What follows belongs to an exercise in optimizing a design on an open flow for small area, a short achievable clock period and few clock cycles; a production flow would make more cautious choices. At most, simulation tests tie the RTL to the original design; equivalence was not proved. Power and IR drop assume default switching activity.

== red ==
// c_subset_lexer
module c_subset_lexer (
    input  logic        clk,
    input  logic        rst_n,
    input  logic        char_valid,
    output logic        char_stall,
    input  logic [7:0]  char_code,
    output logic        token_valid,
    input  logic        token_stall,
    output logic [4:0]  token_kind,
    output logic [23:0] token_start,
    output logic [15:0] token_length,
    output logic [23:0] line_number,
    output logic [30:0] token_value,
    output logic        last_of_run
);
Size in the first run: ~11000 um^2 of cells after synthesis.
Settings: LEC_CHECK=0, CAP_MARGIN=20, CORE_MARGIN=4, CORE_UTILIZATION=40, SETUP_SLACK_MARGIN=4.0, SLEW_MARGIN=20, TNS_END_PERCENT=5; clock period 6.5 ns.
standard.sh (not shown) runs the stock make flow with config.mk's settings and CLKGATE_MAP_FILE= SYNTH_SCRIPT=/design/flow/synth_recipe.tcl, a recipe that flattens the netlist after the stock synthesis.
==> flow/flow/run.sh <==
#!/bin/bash
# Layout flow: the standard synthesis unchanged, then the standard ORFS layout with
# plain buffers (not delay cells) on the ports and for timing repair.
set -euo pipefail
bash standard.sh synth > synth.log 2>&1
export BUFFER_PORTS_ARGS="-buffer_cell sky130_fd_sc_hd__buf_2"
export DONT_USE_CELLS="sky130_fd_sc_hd__clkdlybuf4s15_1 sky130_fd_sc_hd__clkdlybuf4s15_2 sky130_fd_sc_hd__clkdlybuf4s18_1 sky130_fd_sc_hd__clkdlybuf4s18_2 sky130_fd_sc_hd__clkdlybuf4s25_1 sky130_fd_sc_hd__clkdlybuf4s25_2 sky130_fd_sc_hd__clkdlybuf4s50_1 sky130_fd_sc_hd__clkdlybuf4s50_2 sky130_fd_sc_hd__dlygate4sd1_1 sky130_fd_sc_hd__dlygate4sd2_1 sky130_fd_sc_hd__dlygate4sd3_1 sky130_fd_sc_hd__dlymetal6s2s_1 sky130_fd_sc_hd__dlymetal6s4s_1 sky130_fd_sc_hd__dlymetal6s6s_1"
bash standard.sh > layout.log 2>&1
Here is what was changed in the inputs of blue compared with red.
--- a/flow/design.v
+++ b/flow/design.v
@@ -172,23 +172,52 @@
                 default: pend_kind = c_eq ? K_GE : K_GT;
             endcase
         end
     end
     logic [23:0] pos_cur, line_cur;
     assign pos_cur  = eof_pend ? 24'd0 : pos_last + 24'd1;
     assign line_cur = eof_pend ? 24'd1 :
                       (nl_pend && (line_last != 24'hFF_FFFF)) ? line_last + 24'd1 : line_last;
     logic [30:0] acc_step;
     logic        acc_sat;
     assign acc_sat  = (acc > 31'd214748364) || ((acc == 31'd214748364) && (ca[3:0] > 4'd7));
-    assign acc_step = ((acc << 3) + (acc << 1) + {27'd0, ca[3:0]}) | {31{acc_sat}};
+    logic [2:0]  acc_lo;
+    logic [27:0] acc_hi;
+    assign acc_lo   = {1'b0, ca[2:1]} + {1'b0, acc[1:0]};
+    logic [27:0] ks_p, ks_g;
+    logic [27:0] ks_gg [0:5];
+    logic [27:0] ks_pp [0:5];
+    logic        ks_ci;
+    assign ks_ci = ca[3] || acc_lo[2];
+    assign ks_p  = acc[27:0] ^ acc[29:2];
+    assign ks_g  = acc[27:0] & acc[29:2];
+    always_comb
+    begin
+        ks_gg[0]    = ks_g;
+        ks_pp[0]    = ks_p;
+        ks_gg[0][0] = ks_g[0] | (ks_p[0] & ks_ci);
+        for (int l = 0; l < 5; l++) begin
+            for (int i = 0; i < 28; i++) begin
+                if (i >= (1 << l)) begin
+                    ks_gg[l+1][i] = ks_gg[l][i] | (ks_pp[l][i] & ks_gg[l][i - (1 << l)]);
+                    ks_pp[l+1][i] = ks_pp[l][i] & ks_pp[l][i - (1 << l)];
+                end
+                else begin
+                    ks_gg[l+1][i] = ks_gg[l][i];
+                    ks_pp[l+1][i] = ks_pp[l][i];
+                end
+            end
+        end
+    end
+    assign acc_hi = ks_p ^ {ks_gg[5][26:0], ks_ci};
+    assign acc_step = {acc_hi, acc_lo[1:0], ca[0]} | {31{acc_sat}};
     logic xfer;         
     logic to_head;      
     logic to_spare;     
     logic imm_head;     
     logic [7:0] kb;     
     assign xfer     = sv && pop;
     assign to_head  = fire && !sv && (pend_tok || imm_tok);
     assign imm_head = fire && !sv && !pend_tok && imm_tok;
     assign to_spare = fire && imm_tok && (sv || pend_tok);
     assign kb       = sv ? sb : ca;
     always_ff @(posedge clk or negedge rst_n)
==> notes.md <==
Global-route usage: blue lower than red. Diff red -> blue | total nets after synthesis | decrease of about 2.6%. The proportion of power drawn by combinational gates of blue falls short of that of red by 4.2 points. blue packs its core more loosely than red. Changes observed in blue relative to red: actual slew at the worst max-slew pin fell by 0.063 ns; count of cell types in the netlist rose by about 10%; number of buffer and inverter stages on the critical path rose by 1; total non-filler cell area in the finished layout fell by about 3.5%; filler-free cell count of the finished design fell by 1.5%. Comparing non-clock buffer contribution to total cell area for blue and red, the bigger number came from red. Cmp blue and red / core region area / higher: red. The final cycle utilization of the critical path of blue exceeds that of red by 5.0 points. [diff] total power, blue relative to red: improvement. Compared with red, blue shows a lower maximum achievable frequency.
No run of this note included a check of the RTL's function; only the layout flow was run.

---

Setup of cedar:
c_subset_lexer, a different RTL version from the one above (not shown whole).
For scale: ~180 flip-flops, about 0.011 sq mm of cells after synthesis.
Settings: LEC_CHECK=0, CAP_MARGIN=20, CORE_MARGIN=4, CORE_UTILIZATION=40, SETUP_SLACK_MARGIN=4.0, SLEW_MARGIN=20, TNS_END_PERCENT=5; clock period 6.5 ns.
==> flow/flow/run.sh <==
#!/bin/bash
# Layout flow: the standard synthesis unchanged, then the standard ORFS layout with
# plain buffers (not delay cells) on the ports and for timing repair, and a clock
# tree without dummy loads.
set -euo pipefail
bash standard.sh synth > synth.log 2>&1
export BUFFER_PORTS_ARGS="-buffer_cell sky130_fd_sc_hd__buf_1"
export DONT_USE_CELLS="sky130_fd_sc_hd__clkdlybuf4s15_1 sky130_fd_sc_hd__clkdlybuf4s15_2 sky130_fd_sc_hd__clkdlybuf4s18_1 sky130_fd_sc_hd__clkdlybuf4s18_2 sky130_fd_sc_hd__clkdlybuf4s25_1 sky130_fd_sc_hd__clkdlybuf4s25_2 sky130_fd_sc_hd__clkdlybuf4s50_1 sky130_fd_sc_hd__clkdlybuf4s50_2 sky130_fd_sc_hd__dlygate4sd1_1 sky130_fd_sc_hd__dlygate4sd2_1 sky130_fd_sc_hd__dlygate4sd3_1 sky130_fd_sc_hd__dlymetal6s2s_1 sky130_fd_sc_hd__dlymetal6s4s_1 sky130_fd_sc_hd__dlymetal6s6s_1"
export CTS_ARGS="-sink_clustering_enable -repair_clock_nets -dont_use_dummy_load -sink_clustering_size 24 -sink_clustering_max_diameter 80 -buf_list {sky130_fd_sc_hd__clkbuf_8}"
bash standard.sh > layout.log 2>&1
cedar: PASS, flow complete, no timing, DRC or antenna violations
Testbench counts of cedar, summed over its fixed seeds: cycles 24,152.
The inputs of harbor differ from those of cedar as listed below.
--- a/flow/design.v
+++ b/flow/design.v
@@ -138,16 +138,14 @@
     assign split      = m_numa && c_us;
     assign pop        = hv && !token_stall;
     assign fire       = va && !(sv && sblk) && !(hv && token_stall);
     assign adv        = va && !(sv && sblk) && !split && !(hv && token_stall);
     assign char_stall = vb;
     assign accept     = char_valid && !vb;
     logic word_cont, num_cont, num_acc;
-    logic len_small;
-    assign len_small = (len[15:3] == 13'd0);
     logic pend_word, pend_num, pend_slash, pend_tok, pend_pos, pend_two;
     logic run_idle, st_word, st_num, imm_tok;
     logic [4:0] pend_kind;
     assign word_cont  = m_word && c_wc;
     assign num_cont   = m_numa && c_wc && !c_us;
     assign num_acc    = m_num && c_digit;
     assign pend_word  = m_word && !c_wc;
@@ -159,24 +157,15 @@
     assign run_idle   = m_idle || pend_word || (pend_num && !c_us) || pend_slash ||
                         (m_op && !c_eq) || (m_comm && (c_nul || c_nl));
     assign st_word    = run_idle && c_wc && !c_digit;
     assign st_num     = run_idle && c_digit;
     assign imm_tok    = run_idle && c_imm;
     always_comb
     begin
-        if (m_word) begin
-            pend_kind = K_IDENT;
-            if (len_small) begin
-                if (kw[0] && (len[2:0] == 3'd2)) pend_kind = W_IF;
-                if (kw[1] && (len[2:0] == 3'd3)) pend_kind = W_INT;
-                if (kw[2] && (len[2:0] == 3'd4)) pend_kind = W_ELSE;
-                if (kw[3] && (len[2:0] == 3'd5)) pend_kind = W_WHILE;
-                if (kw[4] && (len[2:0] == 3'd6)) pend_kind = W_RETURN;
-            end
-        end
+        if (m_word)      pend_kind = kw[4] ? kw : K_IDENT;
         else if (m_numa) pend_kind = K_NUMBER;
         else if (m_slash) pend_kind = K_SLASH;
         else begin
             case (op)
                 2'd0:    pend_kind = c_eq ? K_NE : K_BANG;
                 2'd1:    pend_kind = c_eq ? K_EQ : K_ASSIGN;
                 2'd2:    pend_kind = c_eq ? K_LE : K_LT;
@@ -273,37 +262,29 @@
     always_ff @(posedge clk)
     begin
         acc_ci <= ca_n[3] || (ca_n[2] && acc_n[1]) || ((ca_n[2] || acc_n[1]) && ca_n[1] && acc_n[0]);
         if (adv || !va) begin
             ca <= vb ? cb : char_code;
             cf <= vb ? classify(cb) : classify(char_code);
         end
-        if (!vb) begin
+        if (!adv && va && !vb) begin
             cb <= char_code;
         end
         if (adv) begin
             pos_last  <= pos_cur;
             line_last <= line_cur;
         end
         if (fire && run_idle && c_opch) begin
             op <= !ca[4] ? 2'd0 : c_eq ? 2'd1 : ca[1] ? 2'd3 : 2'd2;
         end
         if (fire && st_word) begin
-            kw <= {ca == "r", ca == "w", ca == "e", ca == "i", ca == "i"};
+            kw <= kw_init(ca);
         end
         else if (fire && word_cont) begin
-            kw[0] <= kw[0] && len_small && (len[2:0] == 3'd1) && (ca == "f");
-            kw[1] <= kw[1] && len_small && (((len[2:0] == 3'd1) && (ca == "n")) || ((len[2:0] == 3'd2) && (ca == "t")));
-            kw[2] <= kw[2] && len_small && (((len[2:0] == 3'd1) && (ca == "l")) || ((len[2:0] == 3'd2) && (ca == "s")) ||
-                                            ((len[2:0] == 3'd3) && (ca == "e")));
-            kw[3] <= kw[3] && len_small && (((len[2:0] == 3'd1) && (ca == "h")) || ((len[2:0] == 3'd2) && (ca == "i")) ||
-                                            ((len[2:0] == 3'd3) && (ca == "l")) || ((len[2:0] == 3'd4) && (ca == "e")));
-            kw[4] <= kw[4] && len_small && (((len[2:0] == 3'd1) && (ca == "e")) || ((len[2:0] == 3'd2) && (ca == "t")) ||
-                                            ((len[2:0] == 3'd3) && (ca == "u")) || ((len[2:0] == 3'd4) && (ca == "r")) ||
-                                            ((len[2:0] == 3'd5) && (ca == "n")));
+            kw <= kw_step(kw, ca);
         end
         if (fire && (word_cont || num_cont)) begin
             len <= (len == 16'hFFFF) ? len : len + 16'd1;
         end
         else if (fire && (st_word || st_num || pend_slash || (m_op && !c_eq))) begin
             len <= 16'd1;
         end
### Flow results
Between harbor and cedar, it is harbor whose clock latency on the worst-skew pair is lower, by 0.02 ns. When harbor is set beside cedar, its sequential power turns out to be about 22% smaller. Number of vias after detailed routing ends up higher on harbor. Start point of the critical path = acc[2]: cedar; start point of the critical path = acc[0]: harbor. harbor -> cedar: number of rows created at floorplan delta 0, exact match. The power dissipated in the clock network was comparable across harbor and cedar. In harbor, final instance count without filler cells is higher than in cedar. Clock period minus worst slack, harbor and cedar: higher on harbor. When harbor is measured against cedar, its utilization after layout turns out 0.23 points lower. Higher wire length on met1 was reported by harbor, not cedar. harbor vs. cedar: multi-input gate share of total cell area went up by 0.38 points. Looking at number of stages on the worst setup path, harbor sits 1 lower than cedar does. Compared to cedar, harbor has non-clock inverter instance count of the final layout 24% lower.
Testbench counts of harbor, summed over its fixed seeds: cycles 24,152.

---

Setup of garnet:
Another version of the RTL of c_subset_lexer (not shown whole).
Size: roughly 1,200 cells after synthesis, about 180 flip-flops, about 0.011 mm2 of cells after synthesis.
export LEC_CHECK = 0
export CAP_MARGIN = 20
export CORE_MARGIN = 4
export CORE_UTILIZATION = 55
export SETUP_SLACK_MARGIN = 4.0
export SLEW_MARGIN = 20
export TNS_END_PERCENT = 5
create_clock -name core_clock -period 6.5 [get_ports {clk}]
Scripts as last shown in full above: flow/flow/run.sh
Testbench counts of garnet, summed over its fixed seeds: cycles 24,152.
Relative to garnet, the following input files were edited for indigo:
--- a/flow/design.v
+++ b/flow/design.v
@@ -12,22 +12,26 @@
     output logic [23:0] line_number,
     output logic [30:0] token_value,
     output logic        last_of_run
 );
     localparam logic [4:0] K_EOF = 5'd0, K_ERROR = 5'd1, K_IDENT = 5'd2, K_NUMBER = 5'd3,
                            K_LPAREN = 5'd4, K_RPAREN = 5'd5, K_LBRACE = 5'd6, K_RBRACE = 5'd7,
                            K_SEMI = 5'd8, K_COMMA = 5'd9, K_PLUS = 5'd10, K_MINUS = 5'd11,
                            K_STAR = 5'd12, K_SLASH = 5'd13, K_BANG = 5'd14, K_NE = 5'd15,
                            K_ASSIGN = 5'd16, K_EQ = 5'd17, K_LT = 5'd18, K_LE = 5'd19,
                            K_GT = 5'd20, K_GE = 5'd21;
-    localparam logic [4:0] K_IF = 5'd22, K_ELSE = 5'd23, K_INT = 5'd24, K_WHILE = 5'd25,
-                           K_RETURN = 5'd26;
+    localparam logic [4:0] W_NONE = 5'd0, W_I = 5'd1, W_IN = 5'd2, W_E = 5'd3, W_EL = 5'd4,
+                           W_ELS = 5'd5, W_W = 5'd6, W_WH = 5'd7, W_WHI = 5'd8, W_WHIL = 5'd9,
+                           W_R = 5'd10, W_RE = 5'd11, W_RET = 5'd12, W_RETU = 5'd13,
+                           W_RETUR = 5'd14, W_IF = 5'd22, W_ELSE = 5'd23, W_INT = 5'd24,
+                           W_WHILE = 5'd25, W_RETURN = 5'd26;
+    localparam logic [30:0] VALUE_LIMIT = 31'h7FFF_FFFF;
     function automatic logic is_letter(input logic [7:0] c);
         is_letter = ((c >= "A") && (c <= "Z")) || ((c >= "a") && (c <= "z"));
     endfunction
     function automatic logic is_digit(input logic [7:0] c);
         is_digit = (c >= "0") && (c <= "9");
     endfunction
     function automatic logic [4:0] imm_kind(input logic [7:0] c);
         case (c)
             8'h00:   imm_kind = K_EOF;
             "(":     imm_kind = K_LPAREN;
@@ -35,20 +39,49 @@
             "{":     imm_kind = K_LBRACE;
             "}":     imm_kind = K_RBRACE;
             ";":     imm_kind = K_SEMI;
             ",":     imm_kind = K_COMMA;
             "+":     imm_kind = K_PLUS;
             "-":     imm_kind = K_MINUS;
             "*":     imm_kind = K_STAR;
             default: imm_kind = K_ERROR;
         endcase
     endfunction
+    function automatic logic [4:0] kw_init(input logic [7:0] c);
+        case (c)
+            "i":     kw_init = W_I;
+            "e":     kw_init = W_E;
+            "w":     kw_init = W_W;
+            "r":     kw_init = W_R;
+            default: kw_init = W_NONE;
+        endcase
+    endfunction
+    function automatic logic [4:0] kw_step(input logic [4:0] s, input logic [7:0] c);
+        kw_step = W_NONE;
+        case (s)
+            W_I:     if (c == "f") kw_step = W_IF; else if (c == "n") kw_step = W_IN;
+            W_IN:    if (c == "t") kw_step = W_INT;
+            W_E:     if (c == "l") kw_step = W_EL;
+            W_EL:    if (c == "s") kw_step = W_ELS;
+            W_ELS:   if (c == "e") kw_step = W_ELSE;
+            W_W:     if (c == "h") kw_step = W_WH;
+            W_WH:    if (c == "i") kw_step = W_WHI;
+            W_WHI:   if (c == "l") kw_step = W_WHIL;
+            W_WHIL:  if (c == "e") kw_step = W_WHILE;
+            W_R:     if (c == "e") kw_step = W_RE;
+            W_RE:    if (c == "t") kw_step = W_RET;
+            W_RET:   if (c == "u") kw_step = W_RETU;
+            W_RETU:  if (c == "r") kw_step = W_RETUR;
+            W_RETUR: if (c == "n") kw_step = W_RETURN;
+            default: kw_step = W_NONE;
+        endcase
+    endfunction
     localparam int CF_W = 9;
     localparam int CF_WC = 0, CF_DG = 1, CF_US = 2, CF_NUL = 3, CF_NL = 4, CF_SL = 5,
                    CF_EQ = 6, CF_OP = 7, CF_IM = 8;
     function automatic logic [CF_W-1:0] classify(input logic [7:0] c);
         logic ltr, dg, us, nl, ws, sl, eq, op;
         ltr = is_letter(c);
         dg  = is_digit(c);
         us  = (c == "_");
         nl  = (c == 8'h0A);
         ws  = (c == " ") || (c == 8'h09) || (c == 8'h0D);
@@ -126,25 +159,25 @@
     assign run_idle   = m_idle || pend_word || (pend_num && !c_us) || pend_slash ||
                         (m_op && !c_eq) || (m_comm && (c_nul || c_nl));
     assign st_word    = run_idle && c_wc && !c_digit;
     assign st_num     = run_idle && c_digit;
     assign imm_tok    = run_idle && c_imm;
     always_comb
     begin
         if (m_word) begin
             pend_kind = K_IDENT;
             if (len_small) begin
-                if (kw[0] && (len[2:0] == 3'd2)) pend_kind = K_IF;
-                if (kw[1] && (len[2:0] == 3'd3)) pend_kind = K_INT;
-                if (kw[2] && (len[2:0] == 3'd4)) pend_kind = K_ELSE;
-                if (kw[3] && (len[2:0] == 3'd5)) pend_kind = K_WHILE;
-                if (kw[4] && (len[2:0] == 3'd6)) pend_kind = K_RETURN;
+                if (kw[0] && (len[2:0] == 3'd2)) pend_kind = W_IF;
+                if (kw[1] && (len[2:0] == 3'd3)) pend_kind = W_INT;
+                if (kw[2] && (len[2:0] == 3'd4)) pend_kind = W_ELSE;
+                if (kw[3] && (len[2:0] == 3'd5)) pend_kind = W_WHILE;
+                if (kw[4] && (len[2:0] == 3'd6)) pend_kind = W_RETURN;
             end
         end
         else if (m_numa) pend_kind = K_NUMBER;
         else if (m_slash) pend_kind = K_SLASH;
         else begin
             case (op)
                 2'd0:    pend_kind = c_eq ? K_NE : K_BANG;
                 2'd1:    pend_kind = c_eq ? K_EQ : K_ASSIGN;
                 2'd2:    pend_kind = c_eq ? K_LE : K_LT;
                 default: pend_kind = c_eq ? K_GE : K_GT;
--- outcome ---
- Between indigo and garnet, the difference in number of cells in the design after placement is negligible.
- indigo -> garnet: clock distribution area overhead in the final layout flat
- ~same relative area change from synthesis to final layout in indigo and garnet
- Comparing garnet with indigo, the number of enable flip-flop cells after synthesis came out essentially unchanged.
- Per the comparison of indigo with garnet, total power ~0 delta; cell area ~0 delta.
- indigo and garnet ended up with nearly the same smallest hold slack.
- As far as die span in x goes, garnet and indigo are indistinguishable; the numbers are identical.
- Between indigo and garnet, the difference in async set-reset flop share out of synthesis is negligible.
Testbench counts of indigo, summed over its fixed seeds: cycles 24,152.

afterwards: timing with drivers on the ports:
The flow's constraints put no driver on any port. The routed layouts listed below were extracted and timed again, unchanged, in two steps. Step 1: set_driving_cell puts a clkbuf_16 on clk and a buf_2 on each other input, an assumption about the parent block. Step 2, shift: input delay + t, output delay - t, t = (earliest + latest rising clock arrival at the registers) / 2. This alone moves slack from input paths to output paths. a / b / c = ideal ports / drivers / drivers and shift; a / b = the first two.
| run | t (ns) | slack for setup (ns) | worst setup path at the end | latest minus earliest clock arrival (ns) | worst data-port slew with drivers (ns) |
|---|---|---|---|---|---|
| red | 0.480 | 3.423 / 3.423 / 3.122 | input to register | 0.013 / 0.013 | 0.06 |
| blue | 0.468 | 3.096 / 3.096 / 2.956 | input to register | 0.010 / 0.010 | 0.04 |
| cedar | 0.500 | 3.606 / 3.606 / 3.168 | input to register | 0.044 / 0.043 | 0.09 |
| harbor | 0.488 | 3.523 / 3.523 / 3.075 | input to register | 0.040 / 0.040 | 0.06 |
| garnet | 0.496 | 3.677 / 3.677 / 3.269 | input to register | 0.037 / 0.037 | 0.08 |
| indigo | 0.496 | 3.677 / 3.677 / 3.269 | input to register | 0.037 / 0.037 | 0.08 |
After both steps setup and hold are still met in every run listed. The setup slack of harbor, which loses most, moves by 0.000 ns with the drivers and by -0.448 ns with both steps.
